Source: an optimization exercise on an open RTL-to-GDS flow (aim: a short achievable clock period and few clock cycles). Production flows keep margins and buffers that such runs may drop.
The RTL was checked by simulation tests, not by an equivalence proof against the original design.
Power and IR drop assume default switching activity.

==> inputs of branch sierra <==
==> flow/design.v (excerpt) <==
module cgra_top #(
    parameter int NUM_PE    = 4,
    parameter int SPM_DEPTH = 256
) (
    input  logic        clk,
    input  logic        arst_n,
    input  logic [44:0] cmd,         
    input  logic        cmd_valid,
    output logic        cmd_ready,
    output logic [31:0] rsp,
    output logic        rsp_valid,
    input  logic        rsp_ready,
    output logic        done
);
==> module cgra_pe, before the edit <==
module cgra_pe (
    input  logic                  clk,
    input  logic                  arst_n,
    input  logic                  en,       
    input  logic                  en2,      
    input  logic [SLOT_L_W-1:0]   cfg_l,
    input  logic [SLOT_G_W-1:0]   cfg_g,
    input  logic [DATA_W-1:0]     x,        
    output logic [DATA_W-1:0]     y         
);
    logic [SLOT_L_W-1:0] cl_q, ch_q;
    always_ff @(posedge clk or negedge arst_n) begin
        if (!arst_n)  cl_q <= '0;
        else if (en)  cl_q <= cfg_l;
    end
    always_ff @(posedge clk or negedge arst_n) begin
        if (!arst_n)  ch_q <= '0;
        else if (en2) ch_q <= cfg_l;
    end
    logic [DATA_W-1:0] s_mul, s_add, s_shl, bv, cadd, kconst;
    logic [4:0]        sh;
    logic [7:0]        sel1, sel2, neg, sel1h, sel2h, negh;
    logic [4:0]        shh;
    assign {s_mul, s_add, s_shl, bv, cadd, kconst} = cfg_g;
    assign {sel1, sel2, neg, sh} = cl_q;
    assign {sel1h, sel2h, negh, shh} = ch_q;
    logic [8:0][DATA_W-1:0] pp;
    always_comb begin
        for (int j = 0; j < 8; j++) begin
            logic [DATA_W-1:0] z, zh;
            z  = ({DATA_W{sel1[j]}} & x) | ({DATA_W{sel2[j]}} & {x[DATA_W-2:0], 1'b0});
            z  = z ^ {DATA_W{neg[j]}};
            zh = ({DATA_W{sel1h[j]}} & x) | ({DATA_W{sel2h[j]}} & {x[DATA_W-2:0], 1'b0});
            zh = zh ^ {DATA_W{negh[j]}};
            pp[j] = ((z << (2 * j)) & 32'h0000_FFFF) | ((zh << (2 * j)) & 32'hFFFF_0000);
        end
        pp[8] = kconst;
    end
    function automatic logic [2*DATA_W-1:0] csa(input logic [DATA_W-1:0] a,
                                                 input logic [DATA_W-1:0] b,
                                                 input logic [DATA_W-1:0] c);
        logic [DATA_W-1:0] s, cy;
        s  = a ^ b ^ c;
        cy = (a & b) | (a & c) | (b & c);
        csa = {s, cy[DATA_W-2:0], 1'b0};
    endfunction
    logic [DATA_W-1:0] l1s0, l1c0, l1s1, l1c1, l1s2, l1c2;
    logic [DATA_W-1:0] l2s0, l2c0, l2s1, l2c1;
    logic [DATA_W-1:0] l3s, l3c;
    logic [DATA_W-1:0] l4s, l4c;
    assign {l1s0, l1c0} = csa(pp[0], pp[1], pp[2]);
    assign {l1s1, l1c1} = csa(pp[3], pp[4], pp[5]);
    assign {l1s2, l1c2} = csa(pp[6], pp[7], pp[8]);
    assign {l2s0, l2c0} = csa(l1s0, l1c0, l1s1);
    assign {l2s1, l2c1} = csa(l1c1, l1s2, l1c2);
    assign {l3s, l3c}   = csa(l2s0, l2c0, l2s1);
    assign {l4s, l4c}   = csa(l3s, l3c, l2c1);
    logic [DATA_W-1:0] ms_q, mc_q;
    always_ff @(posedge clk) begin
        ms_q <= l4s;
        mc_q <= l4c;
    end
    logic [DATA_W-1:0] y_mul, y_add, y_shl;
    assign y_mul = ms_q + mc_q;
    assign y_add = x + cadd;
    assign y_shl = x << sh;
    logic [DATA_W-1:0] kb;
    assign kb    = bv & ~(s_mul | s_add | s_shl);
    assign y     = (s_mul & (y_mul ^ bv)) | (s_add & (y_add ^ bv)) |
                   (s_shl & (y_shl ^ bv)) | kb;
endmodule
export LEC_CHECK = 0
export CAP_MARGIN = 20
export CORE_MARGIN = 2
export CORE_UTILIZATION = 40
export SLEW_MARGIN = 20
export SYNTH_MEMORY_MAX_BITS = 16384
create_clock -name core_clock -period 10.0 [get_ports {clk}]
standard.sh (not shown) runs the stock make flow with config.mk's settings and CLKGATE_MAP_FILE= SYNTH_SCRIPT=/design/flow/synth_recipe.tcl, a recipe that flattens the netlist after the stock synthesis.
==> flow/flow/run.sh <==
#!/bin/bash
# Standard ORFS layout (the standard.sh, unchanged synthesis) in two parts:
#  1. synthesis, floorplan and placement;
#  2. the flip-flops that drive output ports are moved next to their port
#     buffers and the placement is legalised again (flow/move_run.tcl);
#  3. clock tree, routing and finishing.
# Settings: the timing repair leaves extra setup slack so that it optimises
# towards the period the design can reach instead of stopping at the 10 ns
# clock, wider clock-tree sink clusters (fewer tree levels), and global
# routing steered to the upper metal layers (flow/fastroute.tcl); the data
# ports are placed as one group, so that the flip-flops moved next to the
# output ports stay close to each other.
set -euo pipefail
VARS=(SETUP_SLACK_MARGIN=6.3 TNS_END_PERCENT=100 ABC_CLOCK_PERIOD_IN_PS=3800 CAP_MARGIN=40 SLEW_MARGIN=40
      CORE_UTILIZATION=50 PLACE_DENSITY=0.60 CTS_CLUSTER_SIZE=20 CTS_CLUSTER_DIAMETER=120
      FASTROUTE_TCL="$PWD/flow/fastroute.tcl"
      "PLACE_PINS_ARGS=-group_pins {rsp[0] rsp[1] rsp[2] rsp[3] rsp[4] rsp[5] rsp[6] rsp[7] rsp[8] rsp[9] rsp[10] rsp[11] rsp[12] rsp[13] rsp[14] rsp[15] rsp[16] rsp[17] rsp[18] rsp[19] rsp[20] rsp[21] rsp[22] rsp[23] rsp[24] rsp[25] rsp[26] rsp[27] rsp[28] rsp[29] rsp[30] rsp[31] rsp_valid done cmd_ready rsp_ready cmd_valid cmd[0] cmd[1] cmd[2] cmd[3] cmd[4] cmd[5] cmd[6] cmd[7] cmd[8] cmd[9] cmd[10] cmd[11] cmd[12] cmd[13] cmd[14] cmd[15] cmd[16] cmd[17] cmd[18] cmd[19] cmd[20] cmd[21] cmd[22] cmd[23] cmd[24] cmd[25] cmd[26] cmd[27] cmd[28] cmd[29] cmd[30] cmd[31] cmd[32] cmd[33] cmd[34] cmd[35] cmd[36] cmd[37] cmd[38] cmd[39] cmd[40] cmd[41] cmd[42] cmd[43] cmd[44] arst_n}")
bash standard.sh "${VARS[@]}" place > flow_make_place.log 2>&1
ODB="$PWD/orfs/results/${FLOW_PLATFORM}/cgra_top/base/3_place.odb"
MOVE_ODB="$ODB" openroad -no_init -exit flow/move_run.tcl > flow_move.log 2>&1
bash standard.sh "${VARS[@]}" finish > flow_make.log 2>&1
==> flow/flow/move_out.tcl <==
# Move the flip-flops that drive output ports next to the port buffers, so
# the output paths are short; the paths into those flip-flops are internal
# and have time to spare. Then legalise.
set block [ord::get_db_block]
set core [$block getCoreArea]
set cx [expr {([$core xMin] + [$core xMax]) / 2}]
set cy [expr {([$core yMin] + [$core yMax]) / 2}]
set moved 0
proc driver_inst {net} {
  foreach it [$net getITerms] {
    if {[$it isOutputSignal]} { return [$it getInst] }
  }
  return ""
}
proc input_net {inst} {
  foreach it [$inst getITerms] {
    if {[$it isInputSignal]} { return [$it getNet] }
  }
  return ""
}
foreach bt [$block getBTerms] {
  if {[$bt getIoType] != "OUTPUT"} { continue }
  set net [$bt getNet]
  if {$net == "NULL" || $net == ""} { continue }
  set buf [driver_inst $net]
  if {$buf == ""} { continue }
  # walk back through buffers/inverters (single-input cells) to the flip-flop
  set cur $buf
  set chain {}
  for {set k 0} {$k < 4} {incr k} {
    set in [input_net $cur]
    if {$in == ""} { break }
    set d [driver_inst $in]
    if {$d == ""} { break }
    lappend chain $d
    set m [[$d getMaster] getName]
    if {[string match "*df*" $m]} { break }
    set cur $d
  }
  set loc [$buf getLocation]
  set bx [lindex $loc 0]; set by [lindex $loc 1]
  # step from the buffer towards the core centre
  set dx [expr {$cx > $bx ? 8000 : -8000}]
  set dy [expr {$cy > $by ? 8000 : -8000}]
  set i 1
  foreach d $chain {
    if {[$d isFixed]} { continue }
    $d setLocation [expr {$bx + $i * $dx / 2}] [expr {$by + $i * $dy / 2}]
    incr i
    incr moved
  }
}
puts "moved $moved cells"
Other scripts of this flow, unchanged in this note and not shown: flow/flow/fastroute.tcl, flow/flow/move_run.tcl
==> inputs of branch yarrow, as changes to branch sierra <==
--- a/flow/design.v
+++ b/flow/design.v
@@ -68,10 +68,12 @@
     output logic                          cfg_stale,    
     output logic                          run_go,       
     input  logic                          done_set,     
     input  logic [LANES-1:0]              e_we,         
     input  logic [LANES-1:0][ROW_W-1:0]   e_wrow,
+    input  logic [LANES-1:0]              e_we_d,       
+    input  logic [LANES-1:0][ROW_W-1:0]   e_wrow_d,
     output logic [LANES-1:0]              h_we,
     output logic [ROW_W-1:0]              h_wrow,
     output logic [DATA_W-1:0]             h_wdata,
     output logic                          acc_rd,       
     output logic                          acc_wr,       
@@ -100,10 +102,11 @@
     logic        busy_o_q;              
     logic [DATA_W-1:0] rd_b;
     logic        ok_q;
     logic        hit, miss, miss_q1, miss_q2;
     logic        rsp_valid_q;
+    logic        hold_n_q;
     logic [DATA_W-1:0] rsp_q;
     assign op_in  = cmd[44:42];
     assign acc    = cmd_valid && !busy_q;
     assign op_q   = cmd_q[44:42];
     assign addr_q = cmd_q[41:32];
@@ -128,12 +131,12 @@
                                      input logic [LANES-1:0] ewe,
                                      input logic [LANES-1:0][ROW_W-1:0] ewr);
         wr_hits = (|hs && ha == w) ||
                   (ewe[w[LANE_W-1:0]] && ewr[w[LANE_W-1:0]] == w[7:LANE_W]);
     endfunction
-    logic hit_ok;
-    assign hit_ok = ok_q && !wr_hits(hp_q, hsel_q, addr_q[7:0], e_we, e_wrow);
+    logic hit_ok, eng_hit_q;
+    assign hit_ok = ok_q && !eng_hit_q && !(|hsel_q && addr_q[7:0] == hp_q);
     assign hit    = acc && (op_in == CMD_MEM_RD) && (cmd[39:32] == hp_q) && hit_ok;
     assign miss   = acc && (op_in == CMD_MEM_RD) && !hit;
     always_comb begin
         rd_b = '0;
         for (int b = 0; b < LANES; b++) rd_b = rd_b | (rowd[b] & {DATA_W{hp_oh_q[b]}});
@@ -159,13 +162,15 @@
             hp_q        <= '0;
             hp_oh_q     <= LANES'(1);
             busy_q      <= 1'b0;
             busy_o_q    <= 1'b0;
             ok_q        <= 1'b0;
+            eng_hit_q   <= 1'b0;
             miss_q1     <= 1'b0;
             miss_q2     <= 1'b0;
             rsp_valid_q <= 1'b0;
+            hold_n_q    <= 1'b1;
             stale_q     <= 2'd3;         
             src_base    <= '0;
             dst_base    <= '0;
             count       <= '0;
             for (int k = 0; k < 4; k++) pe_cfg[k] <= '0;
@@ -180,22 +185,28 @@
                 pe_we_q[k] <= acc && (op_in == CMD_CFG_PE) && (cmd[41:32] == 10'(k));
             end
             for (int k = 0; k < 3; k++) begin
                 lsu_we_q[k] <= acc && (op_in == CMD_CFG_LSU) && (cmd[41:32] == 10'(k));
             end
-            if (hit || miss_q2) rsp_q <= rd_b;
+            if (hold_n_q) rsp_q <= rd_b;
             hp_q    <= hr_q;
             hp_oh_q <= LANES'(1) << hr_q[LANE_W-1:0];
             ok_q    <= host_mode && !wr_hits(hr_q, hsel_q, addr_q[7:0], e_we, e_wrow);
+            eng_hit_q <= e_we_d[hr_q[LANE_W-1:0]] && (e_wrow_d[hr_q[LANE_W-1:0]] == hr_q[7:LANE_W]);
             hr_q    <= hr_d;
             miss_q1 <= miss;
             miss_q2 <= miss_q1;
             if (hit || miss_q2) begin
                 rsp_valid_q <= 1'b1;
             end else if (rsp_ready) begin
                 rsp_valid_q <= 1'b0;
             end
+            if (hit || miss_q2) begin
+                hold_n_q <= 1'b0;
+            end else if (rsp_ready) begin
+                hold_n_q <= 1'b1;
+            end
             if (stale_q != 2'd0) stale_q <= stale_q - 2'd1;
             for (int k = 0; k < 4; k++) begin
                 if (pe_we_q[k]) begin
                     pe_cfg[k]  <= data_q[PE_CFG_W-1:0];
                     pe_cadd[k] <= (data_q[PE_CFG_W-1 -: 3] == OP_SUB) ?
@@ -220,10 +231,11 @@
     input  logic                         run_acc,
     input  logic [7:0]                   hr_d,        
     input  logic [ADDR_W-1:0]            src_next,    
     input  logic                         src_wr,      
     input  logic                         eng_wr,      
+    input  logic                         host_wr,     
     input  logic                         cfg_stale,
     input  logic [ADDR_W-1:0]            count,
     output logic [LANES-1:0][ROWS-1:0]   row,         
     output logic                         host_mode,   
     output logic                         start,       
@@ -256,11 +268,11 @@
                                       ((LANE_W'(b) < src_next[LANE_W-1:0]) ? 1'b1 : 1'b0));
             next_oh[b] = {row[b][ROWS-2:0], row[b][ROWS-1]};
         end
         host_oh = ROWS'(1) << hr_d[7:LANE_W];
     end
-    assign spec_ok = !host_q && !src_wr && !eng_wr && (st_q == S_IDLE);
+    assign spec_ok = !host_q && !src_wr && !eng_wr && !host_wr && (st_q == S_IDLE);
     assign abort   = first_q && ((count == '0) || cfg_stale);
     assign reading = (st_q == S_STREAM) && !abort;
     assign start   = reading && first_q;
     assign rem     = first_q ? {1'b0, count} : rem_q;
     always_comb begin
@@ -383,12 +395,15 @@
     logic [SLOTS-1:0][SLOT_L_W-1:0] slot_l_d;
     always_comb begin
         b0_m_d = '1;
         b0_v_d = '0;
         for (int k = 0; k < 4; k++) begin
+            logic [DATA_W-1:0] later;
+            later = '1;
+            for (int j = k + 1; j < 4; j++) later = later & (b0_pe[j] ? bm[j] : '1);
             if (b0_pe[k]) begin
-                b0_v_d = (b0_v_d & bm[k]) ^ bv[k];
+                b0_v_d = b0_v_d ^ (bv[k] & later);
                 b0_m_d = b0_m_d & bm[k];
             end
         end
         for (int s = 1; s <= SLOTS; s++) begin
             logic [DATA_W-1:0] m, v, ca, kc;
@@ -406,11 +421,14 @@
                     ca = ca | cadd[k];
                     kc = kc | kconst[k];
                     l  = l  | lcfg[k];
                 end
                 if (b_pe[s][k]) begin
-                    v = (v & bm[k]) ^ bv[k];
+                    logic [DATA_W-1:0] later;
+                    later = '1;
+                    for (int j = k + 1; j < 4; j++) later = later & (b_pe[s][j] ? bm[j] : '1);
+                    v = v ^ (bv[k] & later);
                     m = m & bm[k];
                 end
             end
             if (!(km || ka || ks)) v = '0;
             slot_g_d[s-1] = {m & {DATA_W{km}}, m & {DATA_W{ka}}, m & {DATA_W{ks}}, v, ca, kc};
@@ -616,10 +634,12 @@
         .cfg_stale (cfg_stale),
         .run_go    (run_go),
         .done_set  (done_set),
         .e_we      (e_we),
         .e_wrow    (e_wrow),
+        .e_we_d    (e_we_d),
+        .e_wrow_d  (e_wrow_d),
         .h_we      (h_we),
         .h_wrow    (h_wrow),
         .h_wdata   (h_wdata),
         .acc_rd    (acc_rd),
         .acc_wr    (acc_wr),
@@ -649,10 +669,11 @@
         .run_acc    (run_acc),
         .hr_d       (hr_d),
         .src_next   (src_next),
         .src_wr     (src_wr),
         .eng_wr     (|f_v),
+        .host_wr    (|h_we),
         .cfg_stale  (cfg_stale),
         .count      (count),
         .host_mode  (host_mode),
         .start      (start),
         .row        (rd_row),
@@ -780,13 +801,7 @@
         .rrow  (rd_row),
         .rdata (spm_rdata),
         .wen   (wen_q),
         .wdata (spm_wdata)
     );
-    for (genvar b = 0; b < LANES; b++) begin : g_rowd
-        logic fwd;
-        assign fwd = h_we[b] && |(rd_row[b] & wen_q[b]);
-        always_ff @(posedge clk) begin
-            rowd[b] <= fwd ? h_wdata : spm_rdata[b];
-        end
-    end
+    always_ff @(posedge clk) rowd <= spm_rdata;
 endmodule
--- a/flow/flow/run.sh
+++ b/flow/flow/run.sh
@@ -7,15 +7,16 @@
 # Settings: the timing repair leaves extra setup slack so that it optimises
 # towards the period the design can reach instead of stopping at the 10 ns
 # clock, wider clock-tree sink clusters (fewer tree levels), and global
 # routing steered to the upper metal layers (flow/fastroute.tcl); the data
 # ports are placed as one group, so that the flip-flops moved next to the
-# output ports stay close to each other.
+# output ports stay close to each other; the clock port goes to the middle
+# of an edge (flow/io_pre.tcl).
 set -euo pipefail
 VARS=(SETUP_SLACK_MARGIN=6.3 TNS_END_PERCENT=100 ABC_CLOCK_PERIOD_IN_PS=3800 CAP_MARGIN=40 SLEW_MARGIN=40
       CORE_UTILIZATION=50 PLACE_DENSITY=0.60 CTS_CLUSTER_SIZE=20 CTS_CLUSTER_DIAMETER=120
-      FASTROUTE_TCL="$PWD/flow/fastroute.tcl"
+      FASTROUTE_TCL="$PWD/flow/fastroute.tcl" PRE_IO_PLACEMENT_TCL="$PWD/flow/io_pre.tcl"
       "PLACE_PINS_ARGS=-group_pins {rsp[0] rsp[1] rsp[2] rsp[3] rsp[4] rsp[5] rsp[6] rsp[7] rsp[8] rsp[9] rsp[10] rsp[11] rsp[12] rsp[13] rsp[14] rsp[15] rsp[16] rsp[17] rsp[18] rsp[19] rsp[20] rsp[21] rsp[22] rsp[23] rsp[24] rsp[25] rsp[26] rsp[27] rsp[28] rsp[29] rsp[30] rsp[31] rsp_valid done cmd_ready rsp_ready cmd_valid cmd[0] cmd[1] cmd[2] cmd[3] cmd[4] cmd[5] cmd[6] cmd[7] cmd[8] cmd[9] cmd[10] cmd[11] cmd[12] cmd[13] cmd[14] cmd[15] cmd[16] cmd[17] cmd[18] cmd[19] cmd[20] cmd[21] cmd[22] cmd[23] cmd[24] cmd[25] cmd[26] cmd[27] cmd[28] cmd[29] cmd[30] cmd[31] cmd[32] cmd[33] cmd[34] cmd[35] cmd[36] cmd[37] cmd[38] cmd[39] cmd[40] cmd[41] cmd[42] cmd[43] cmd[44] arst_n}")
 bash standard.sh "${VARS[@]}" place > flow_make_place.log 2>&1
 ODB="$PWD/orfs/results/${FLOW_PLATFORM}/cgra_top/base/3_place.odb"
 MOVE_ODB="$ODB" openroad -no_init -exit flow/move_run.tcl > flow_move.log 2>&1
 bash standard.sh "${VARS[@]}" finish > flow_make.log 2>&1
==> flow/flow/io_pre.tcl (new file) <==
# Before the pins are placed: put the clock port in the middle of the bottom
# edge, closest to where the clock tree's root buffer goes (the core centre).
set die [[ord::get_db_block] getDieArea]
set dbu [[ord::get_db_block] getDbUnitsPerMicron]
set mid [expr {([$die xMin] + [$die xMax]) / 2.0 / $dbu}]
set_io_pin_constraint -pin_names {clk} -region [format "bottom:%.1f-%.1f" [expr {$mid - 15}] [expr {$mid + 15}]]
--- a/flow/flow/move_out.tcl
+++ b/flow/flow/move_out.tcl
@@ -44,10 +44,17 @@
   set dy [expr {$cy > $by ? 8000 : -8000}]
   set i 1
   foreach d $chain {
     if {[$d isFixed]} { continue }
     $d setLocation [expr {$bx + $i * $dx / 2}] [expr {$by + $i * $dy / 2}]
+    # next to the port buffer the flip-flop drives a short wire: the
+    # smallest drive strength switches fastest
+    set m [[$d getMaster] getName]
+    if {[regexp {^(sky130_fd_sc_hd__df[a-z]+)_[0-9]+$} $m -> base]} {
+      set small [[ord::get_db] findMaster ${base}_1]
+      if {$small != "NULL" && $small != ""} { $d swapMaster $small }
+    }
     incr i
     incr moved
   }
 }
 puts "moved $moved cells"
==> inputs of branch lagoon, as changes to branch sierra <==
--- a/flow/design.v
+++ b/flow/design.v
@@ -488,14 +488,11 @@
     end
     logic [DATA_W-1:0] y_mul, y_add, y_shl;
     assign y_mul = ms_q + mc_q;
     assign y_add = x + cadd;
     assign y_shl = x << sh;
-    logic [DATA_W-1:0] kb;
-    assign kb    = bv & ~(s_mul | s_add | s_shl);
-    assign y     = (s_mul & (y_mul ^ bv)) | (s_add & (y_add ^ bv)) |
-                   (s_shl & (y_shl ^ bv)) | kb;
+    assign y     = ((s_mul & y_mul) | (s_add & y_add) | (s_shl & y_shl)) ^ bv;
 endmodule
 `timescale 1ns/1ps
 import cgra_pkg::*;
 module cgra_store_lsu (
     input  logic                             clk,
==> flow/flow/run.sh (replaced) <==
#!/bin/bash
# Standard ORFS layout (the standard.sh, unchanged synthesis) in two parts:
#  1. synthesis, floorplan and placement;
#  2. the flip-flops that drive output ports are moved next to their port
#     buffers and the placement is legalised again (flow/move_run.tcl);
#  3. clock tree, routing and finishing.
# Settings: the timing repair leaves extra setup slack so that it optimises
# towards the period the design can reach instead of stopping at the 10 ns
# clock, wider clock-tree sink clusters (fewer tree levels), and global
# routing steered to the upper metal layers (flow/fastroute.tcl).
set -euo pipefail
VARS=(SETUP_SLACK_MARGIN=6.3 TNS_END_PERCENT=100 ABC_CLOCK_PERIOD_IN_PS=3800
      CORE_UTILIZATION=44 PLACE_DENSITY=0.55 CTS_CLUSTER_SIZE=20 CTS_CLUSTER_DIAMETER=120
      FASTROUTE_TCL="$PWD/flow/fastroute.tcl")
bash standard.sh "${VARS[@]}" place > flow_make_place.log 2>&1
ODB="$PWD/orfs/results/${FLOW_PLATFORM}/cgra_top/base/3_place.odb"
MOVE_ODB="$ODB" openroad -no_init -exit flow/move_run.tcl > flow_move.log 2>&1
bash standard.sh "${VARS[@]}" finish > flow_make.log 2>&1
==> inputs of branch xenon, as changes to branch sierra <==
--- a/flow/design.v
+++ b/flow/design.v
@@ -68,10 +68,12 @@
     output logic                          cfg_stale,    
     output logic                          run_go,       
     input  logic                          done_set,     
     input  logic [LANES-1:0]              e_we,         
     input  logic [LANES-1:0][ROW_W-1:0]   e_wrow,
+    input  logic [LANES-1:0]              e_we_d,       
+    input  logic [LANES-1:0][ROW_W-1:0]   e_wrow_d,
     output logic [LANES-1:0]              h_we,
     output logic [ROW_W-1:0]              h_wrow,
     output logic [DATA_W-1:0]             h_wdata,
     output logic                          acc_rd,       
     output logic                          acc_wr,       
@@ -128,12 +130,12 @@
                                      input logic [LANES-1:0] ewe,
                                      input logic [LANES-1:0][ROW_W-1:0] ewr);
         wr_hits = (|hs && ha == w) ||
                   (ewe[w[LANE_W-1:0]] && ewr[w[LANE_W-1:0]] == w[7:LANE_W]);
     endfunction
-    logic hit_ok;
-    assign hit_ok = ok_q && !wr_hits(hp_q, hsel_q, addr_q[7:0], e_we, e_wrow);
+    logic hit_ok, eng_hit_q;
+    assign hit_ok = ok_q && !eng_hit_q && !(|hsel_q && addr_q[7:0] == hp_q);
     assign hit    = acc && (op_in == CMD_MEM_RD) && (cmd[39:32] == hp_q) && hit_ok;
     assign miss   = acc && (op_in == CMD_MEM_RD) && !hit;
     always_comb begin
         rd_b = '0;
         for (int b = 0; b < LANES; b++) rd_b = rd_b | (rowd[b] & {DATA_W{hp_oh_q[b]}});
@@ -159,10 +161,11 @@
             hp_q        <= '0;
             hp_oh_q     <= LANES'(1);
             busy_q      <= 1'b0;
             busy_o_q    <= 1'b0;
             ok_q        <= 1'b0;
+            eng_hit_q   <= 1'b0;
             miss_q1     <= 1'b0;
             miss_q2     <= 1'b0;
             rsp_valid_q <= 1'b0;
             stale_q     <= 2'd3;         
             src_base    <= '0;
@@ -184,10 +187,11 @@
             end
             if (hit || miss_q2) rsp_q <= rd_b;
             hp_q    <= hr_q;
             hp_oh_q <= LANES'(1) << hr_q[LANE_W-1:0];
             ok_q    <= host_mode && !wr_hits(hr_q, hsel_q, addr_q[7:0], e_we, e_wrow);
+            eng_hit_q <= e_we_d[hr_q[LANE_W-1:0]] && (e_wrow_d[hr_q[LANE_W-1:0]] == hr_q[7:LANE_W]);
             hr_q    <= hr_d;
             miss_q1 <= miss;
             miss_q2 <= miss_q1;
             if (hit || miss_q2) begin
                 rsp_valid_q <= 1'b1;
@@ -220,10 +224,11 @@
     input  logic                         run_acc,
     input  logic [7:0]                   hr_d,        
     input  logic [ADDR_W-1:0]            src_next,    
     input  logic                         src_wr,      
     input  logic                         eng_wr,      
+    input  logic                         host_wr,     
     input  logic                         cfg_stale,
     input  logic [ADDR_W-1:0]            count,
     output logic [LANES-1:0][ROWS-1:0]   row,         
     output logic                         host_mode,   
     output logic                         start,       
@@ -256,11 +261,11 @@
                                       ((LANE_W'(b) < src_next[LANE_W-1:0]) ? 1'b1 : 1'b0));
             next_oh[b] = {row[b][ROWS-2:0], row[b][ROWS-1]};
         end
         host_oh = ROWS'(1) << hr_d[7:LANE_W];
     end
-    assign spec_ok = !host_q && !src_wr && !eng_wr && (st_q == S_IDLE);
+    assign spec_ok = !host_q && !src_wr && !eng_wr && !host_wr && (st_q == S_IDLE);
     assign abort   = first_q && ((count == '0) || cfg_stale);
     assign reading = (st_q == S_STREAM) && !abort;
     assign start   = reading && first_q;
     assign rem     = first_q ? {1'b0, count} : rem_q;
     always_comb begin
@@ -383,12 +388,15 @@
     logic [SLOTS-1:0][SLOT_L_W-1:0] slot_l_d;
     always_comb begin
         b0_m_d = '1;
         b0_v_d = '0;
         for (int k = 0; k < 4; k++) begin
+            logic [DATA_W-1:0] later;
+            later = '1;
+            for (int j = k + 1; j < 4; j++) later = later & (b0_pe[j] ? bm[j] : '1);
             if (b0_pe[k]) begin
-                b0_v_d = (b0_v_d & bm[k]) ^ bv[k];
+                b0_v_d = b0_v_d ^ (bv[k] & later);
                 b0_m_d = b0_m_d & bm[k];
             end
         end
         for (int s = 1; s <= SLOTS; s++) begin
             logic [DATA_W-1:0] m, v, ca, kc;
@@ -406,11 +414,14 @@
                     ca = ca | cadd[k];
                     kc = kc | kconst[k];
                     l  = l  | lcfg[k];
                 end
                 if (b_pe[s][k]) begin
-                    v = (v & bm[k]) ^ bv[k];
+                    logic [DATA_W-1:0] later;
+                    later = '1;
+                    for (int j = k + 1; j < 4; j++) later = later & (b_pe[s][j] ? bm[j] : '1);
+                    v = v ^ (bv[k] & later);
                     m = m & bm[k];
                 end
             end
             if (!(km || ka || ks)) v = '0;
             slot_g_d[s-1] = {m & {DATA_W{km}}, m & {DATA_W{ka}}, m & {DATA_W{ks}}, v, ca, kc};
@@ -616,10 +627,12 @@
         .cfg_stale (cfg_stale),
         .run_go    (run_go),
         .done_set  (done_set),
         .e_we      (e_we),
         .e_wrow    (e_wrow),
+        .e_we_d    (e_we_d),
+        .e_wrow_d  (e_wrow_d),
         .h_we      (h_we),
         .h_wrow    (h_wrow),
         .h_wdata   (h_wdata),
         .acc_rd    (acc_rd),
         .acc_wr    (acc_wr),
@@ -649,10 +662,11 @@
         .run_acc    (run_acc),
         .hr_d       (hr_d),
         .src_next   (src_next),
         .src_wr     (src_wr),
         .eng_wr     (|f_v),
+        .host_wr    (|h_we),
         .cfg_stale  (cfg_stale),
         .count      (count),
         .host_mode  (host_mode),
         .start      (start),
         .row        (rd_row),
@@ -780,13 +794,7 @@
         .rrow  (rd_row),
         .rdata (spm_rdata),
         .wen   (wen_q),
         .wdata (spm_wdata)
     );
-    for (genvar b = 0; b < LANES; b++) begin : g_rowd
-        logic fwd;
-        assign fwd = h_we[b] && |(rd_row[b] & wen_q[b]);
-        always_ff @(posedge clk) begin
-            rowd[b] <= fwd ? h_wdata : spm_rdata[b];
-        end
-    end
+    always_ff @(posedge clk) rowd <= spm_rdata;
 endmodule
--- a/flow/flow/move_out.tcl
+++ b/flow/flow/move_out.tcl
@@ -44,10 +44,21 @@
   set dy [expr {$cy > $by ? 8000 : -8000}]
   set i 1
   foreach d $chain {
     if {[$d isFixed]} { continue }
     $d setLocation [expr {$bx + $i * $dx / 2}] [expr {$by + $i * $dy / 2}]
+    # next to the port buffer the flip-flop drives a short wire: the
+    # smallest drive strength switches fastest
+    set m [[$d getMaster] getName]
+    if {[regexp {^(sky130_fd_sc_hd__df[a-z]+)_[0-9]+$} $m -> base]} {
+      set small [[ord::get_db] findMaster ${base}_1]
+      if {$small != "NULL" && $small != ""} {
+        $d swapMaster $small
+        # keep the timing repair from sizing it back up
+        $d setDoNotTouch 1
+      }
+    }
     incr i
     incr moved
   }
 }
 puts "moved $moved cells"
==> reports/qor.txt <==
Outcome: complete, but fails checks
SO Viols: max-capacitance violations, max-slew violations
Worst Skew: 0.172 ns
Pin count of the biggest net entering global routing: 144
Logic pwr share: 0.105
Max-cap viol count: 3
Top Registers: u_spm.mem x8192, g_slot.g_lane.u_pe.ms_q x512, in_q x512
First-pass GRT wire length: 4650000 um
CTS tree: done
Net Sw Power: 28.4 mW
Max Slew Vio Count: 54
Post-route ant nets: 0
(the above is from branch lagoon)
==> reports/qor.txt <==
Outcome: complete, no violations
Worst Skew: 0.171 ns
Net Sw Power: 37.2 mW
CTS tree: done
Pin count of the biggest net entering global routing: 138
Max Slew Vio Count: 0
Max-cap viol count: 0
Top Registers: u_spm.mem x8192, g_slot.g_lane.u_pe.ms_q x512, in_q x512
(the above is from branch sierra)
==> reports/qor.txt <==
Outcome: complete, but fails checks
SO Viols: antenna violations
Critical-path top delay cell: dfrtp_1
Top Registers: u_spm.mem x8192, g_slot.g_lane.u_pe.ms_q x512, in_q x512
Design area: 692000 um2
Largest family of logic cells by synthesized area: compound AO/OA/AOI/OAI gates
First-pass GRT wire length: 4350000 um
Max Slew Vio Count: 0
Post-route ant nets: 2
Storage element area: 335000 um2
Pin count of the biggest net entering global routing: 124
Logic pwr share: 0.142
(the above is from branch yarrow)
==> reports/qor.txt <==
Tool error: [ERROR ODB-0370] Attempt to disconnect term CLK of dont_touch instance u_store_lsu.done_q$_DFF_PN0_
Die width: 1130 um
Outcome: aborted with a tool error
Top cell type's share of synthesized area: 0.389
Adder-Cell Fraction of Synth Area: 0.102
Clk sinks: 12100
Stopping stage: 4_1_cts
Setup WS pre-CTS: 3.10 ns
GPL Wtd Cong: 1.10
Cell count after synthesis: 50100
Largest family of logic cells by synthesized area: compound AO/OA/AOI/OAI gates
(the above is from branch xenon)
Testbench counts of branch sierra, summed over its fixed seeds: cycles 9,107.
Testbench counts of branch yarrow, summed over its fixed seeds: cycles 9,107.
Testbench counts of branch lagoon, summed over its fixed seeds: cycles 9,107.
Testbench counts of branch xenon, summed over its fixed seeds: cycles 9,107.

## re-timing with driven ports
The results above use ideal ports. As a check the final layouts listed here were re-extracted and re-timed, cells and wires unchanged.
Step 1, drivers: a clkbuf_16 drives clk and a buf_2 each remaining input, both assumed.
Step 2 moves the port delays by t, midway between the first and last clock arrival at a register: inputs arrive t later, outputs are due t later. That takes back most of the time a late clock gives input paths.
Three values: ideal ports, drivers, drivers and shift; two values: the first two.
run | t, ns | slack for setup (ns) | hold slack, ns | clock arrival spread, ns
branch sierra | 1.497 | 5.999 / 5.787 / 4.290 | 0.390 / 0.390 / 0.390 | 0.190 / 0.190
branch yarrow | 1.353 | 6.030 / 5.906 / 5.020 | 0.383 / 0.383 / 0.383 | 0.145 / 0.145
branch lagoon | 1.515 | 5.675 / 5.675 / 4.479 | 0.374 / 0.374 / 0.374 | 0.192 / 0.192
For branch sierra, which loses most, drivers alone change the setup slack by -0.212 ns; drivers and shift together by -1.709 ns.
